This design comes from an exercise in tuning for small area, a short achievable clock period and few clock cycles per item on the open sky130 flow, not from production work.
In this exercise RTL edits were held to simulation tests only and were not proved equivalent to the original.

==> build 93 <==
==> flow/design.v (excerpt) <==
module anffl_tex_etc1_encoder
(
  input  logic        clk,
  input  logic        rst_n,
  input  logic        in_valid,
  output logic        in_ready,
  input  logic [23:0] in_texel,
  output logic        out_valid,
  input  logic        out_ready,
  output logic [63:0] out_block,
  output logic        busy
);
export LEC_CHECK = 0
export CAP_MARGIN = 20
export CORE_MARGIN = 2
export CORE_UTILIZATION = 60
export PLACE_DENSITY = 0.7
export SLEW_MARGIN = 20
create_clock -name core_clock -period 17.0 [get_ports {clk}]
run.sh (not shown) runs the stock make flow with config.mk's settings and CLKGATE_MAP_FILE= SYNTH_SCRIPT=/design/flow/synth_recipe.tcl, a recipe that flattens the netlist after the stock synthesis.
==> build 1: changes against build 93 <==
--- a/flow/design.v
+++ b/flow/design.v
@@ -151,27 +151,29 @@
   output logic        out_valid,
   input  logic        out_ready,
   output logic [63:0] out_block,
   output logic        busy
 );
   localparam int AW = anffl_tex_pkg::AW;
   logic [3:0] ph, widx, ph_n, widx_n;
   logic       pend, run_q, done_pend, fill, ov, wr_d, rdy_q, busy_q;
+  logic       ov_o, slot_q, pok_q, rdy_i;
   logic       pend_n, run_n, done_n, fill_n, ov_n, start_n;
   logic [2:0] nblk, nblk_n;
   logic       start, ev0, wr, ta, tb, idle;
   logic       v1, v2, v3;
   assign start     = (ph == 4'd0) && pend && (!done_pend || !ov);
   assign ev0       = (ph == 4'd0) ? start : run_q;
-  assign wr        = in_valid && rdy_q;
+  assign rdy_i     = slot_q && pok_q;
+  assign wr        = in_valid && rdy_i;
   assign ta        = (ph == 4'd3) && done_pend && !ov && !fill;
   assign tb        = (ph == 4'd5) && fill;
   assign in_ready  = rdy_q;
-  assign out_valid = ov;
+  assign out_valid = ov_o;
   assign idle      = (widx == 4'd0) && !pend && !run_q && !done_pend && !fill
                      && !v1 && !v2 && !v3;
   assign busy      = busy_q;
   always_comb begin
     ph_n    = (ph == 4'd0 && idle && !wr) ? 4'd0 : ph + 4'd1;
     widx_n  = wr ? widx + 4'd1 : widx;
     pend_n  = (wr && widx == 4'd15) ? 1'b1 : (start ? 1'b0 : pend);
     run_n   = (ph == 4'd0) ? start : run_q;
@@ -182,32 +184,38 @@
       2'b10:   nblk_n = nblk + 3'd1;
       2'b01:   nblk_n = nblk - 3'd1;
       default: nblk_n = nblk;
     endcase
     start_n = (ph_n == 4'd0) && pend_n && (!done_n || !ov_n);
   end
   logic inc_ok, dec_ok, busy_n, rdy_n;
   logic [3:0] rdy_w;    
-  assign inc_ok = rdy_q && (widx == 4'd15);
+  logic [3:0] slot_w, pok_w;
+  logic       slot_n, pok_n;
+  assign inc_ok = rdy_i && (widx == 4'd15);
   assign dec_ok = ov;
   always_comb begin
     for (int k = 0; k < 4; k++) begin
       logic       w, o, pn, dn, on, sn;
       logic [3:0] wn, phk;
-      w  = k[1] && rdy_q;
+      w  = k[1] && rdy_i;
       o  = k[0];
       wn = w ? widx + 4'd1 : widx;
       phk = (ph == 4'd0 && idle && !w) ? 4'd0 : ph + 4'd1;
       pn = (w && widx == 4'd15) ? 1'b1 : (start ? 1'b0 : pend);
       on = tb ? 1'b1 : ((ov && o) ? 1'b0 : ov);
       sn = (phk == 4'd0) && pn && (!done_n || !on);
-      rdy_w[k] = (phk == wn) && (!pn || sn);
+      slot_w[k] = (phk == wn);
+      pok_w[k]  = !pn || sn;
+      rdy_w[k]  = slot_w[k] && pok_w[k];
     end
-    rdy_n = rdy_w[{in_valid, out_ready}];
+    rdy_n  = rdy_w[{in_valid, out_ready}];
+    slot_n = slot_w[{in_valid, out_ready}];
+    pok_n  = pok_w[{in_valid, out_ready}];
     case ({in_valid && inc_ok, out_ready && dec_ok})
       2'b10:   busy_n = 1'b1;
       2'b01:   busy_n = (nblk > 3'd1);
       default: busy_n = (nblk != 3'd0);
     endcase
   end
   always_ff @(posedge clk or negedge rst_n) begin
     if (!rst_n) begin
@@ -217,28 +225,34 @@
       run_q     <= 1'b0;
       done_pend <= 1'b0;
       fill      <= 1'b0;
       ov        <= 1'b0;
       wr_d      <= 1'b0;
       nblk      <= '0;
       rdy_q     <= 1'b0;
       busy_q    <= 1'b0;
+      slot_q    <= 1'b0;
+      pok_q     <= 1'b0;
+      ov_o      <= 1'b0;
     end else begin
       ph        <= ph_n;
       widx      <= widx_n;
       pend      <= pend_n;
       run_q     <= run_n;
       done_pend <= done_n;
       fill      <= fill_n;
       ov        <= ov_n;
       wr_d      <= wr;
       nblk      <= nblk_n;
       rdy_q     <= rdy_n;
       busy_q    <= busy_n;
+      slot_q    <= slot_n;
+      pok_q     <= pok_n;
+      ov_o      <= tb || (ov_o && !out_ready);
     end
   end
   logic [23:0] tr [16];
   always_ff @(posedge clk) begin
     for (int i = 0; i < 15; i++) tr[i] <= tr[i+1];
     tr[15] <= wr ? in_texel : tr[0];
   end
   logic [10:0] sum [2][3];
Settings changed: CORE_UTILIZATION 60 to 40, CTS_CLUSTER_DIAMETER set to 100, CTS_CLUSTER_SIZE set to 25, PLACE_DENSITY 0.7 to not set.
==> build 58: changes against build 93 <==
Settings changed: CORE_UTILIZATION 60 to 40, CTS_CLUSTER_DIAMETER set to 100, CTS_CLUSTER_SIZE set to 25, PLACE_DENSITY 0.7 to 0.75.
==> build 30: changes against build 93 <==
Settings changed: ABC_AREA set to 1, CORE_UTILIZATION 60 to 40, CTS_CLUSTER_DIAMETER set to 100, CTS_CLUSTER_SIZE set to 25, PLACE_DENSITY 0.7 to not set.
==> comparison table <==
quantity	build 1	build 30	build 58	build 93
Final standard cell utilization of the core	43.1%	43.3%	43.0%	66.2%
Clock-cell share of area	2.51%	2.74%	2.43%	6.05%
Slowest cell on the critical path	sky130_fd_sc_hd__nand3_2	sky130_fd_sc_hd__nor2_1	sky130_fd_sc_hd__nor2_1	sky130_fd_sc_hd__nor2_2
Number of inserted filler cells in the final layout	20200	20253	19727	11046
Wire length on met2	99800 um	111000 um	97800 um	96300 um
Status	timing/DRC/antenna clean	timing/DRC/antenna clean	timing/DRC/antenna clean	timing/DRC/antenna clean
Register area	32700 um^2	32600 um^2	32600 um^2	32600 um^2
Post-detailed-route via-to-cell ratio	5.14	4.99	5.21	5.59
Tap cell count	2805	2704	2805	1876
Global router's overall resource usage	20.4%	22.7%	20.1%	29.8%
Crit. Startpoint	in_valid	ap1[15]	an1[23]	ap1[15]
Most common cell in the synthesized netlist	sky130_fd_sc_hd__dfxtp_1	sky130_fd_sc_hd__inv_1	sky130_fd_sc_hd__dfxtp_1	sky130_fd_sc_hd__dfxtp_1
Maximum net fanout on the critical path	27	11	13	16
Count of non-CTS buffers in the layout	176	162	158	174
Metal3 WL	11200 um	12300 um	14600 um	14300 um
Category of the critical setup timing path	input port to register	register to register	register to register	register to register
Fraction of area in non-clock buffers	1.73%	1.65%	1.57%	1.66%
Core Region	209000 um^2	206000 um^2	209000 um^2	139000 um^2
Testbench counts of build 93, summed over its fixed seeds: cycles 6,328, blocks 384.
Testbench counts of build 1, summed over its fixed seeds: cycles 6,328, blocks 384.
Testbench counts of build 58, summed over its fixed seeds: cycles 6,328, blocks 384.
Testbench counts of build 30, summed over its fixed seeds: cycles 6,328, blocks 384.

==> separate check: timing with driven ports <==
How much do the figures lean on ideal ports? The routed layouts below were timed once more, with nothing changed but the port constraints.
Step 1 assumes that a clkbuf_16 drives the clock port and a buf_2 every other input.
Step 2, shift: input delay + t, output delay - t, t = (earliest + latest rising clock arrival at the registers) / 2. This alone moves slack from input paths to output paths.
a / b / c = ideal ports / drivers / drivers and shift; a / b = the first two.
| run | t (ns) | setup WS [ns] | cell pins on the clock port's net |
|---|---|---|---|
| build 93 | 0.892 | 11.617 / 11.537 / 11.014 | 1 |
| build 1 | 0.821 | 11.681 / 11.704 / 10.903 | 1 |
| build 58 | 0.798 | 11.530 / 11.530 / 11.427 | 1 |
| build 30 | 0.830 | 11.314 / 11.314 / 11.314 | 1 |
After both steps setup and hold are still met in every run listed. For build 1, which loses most, drivers alone change the setup slack by +0.023 ns; drivers and shift together by -0.778 ns.
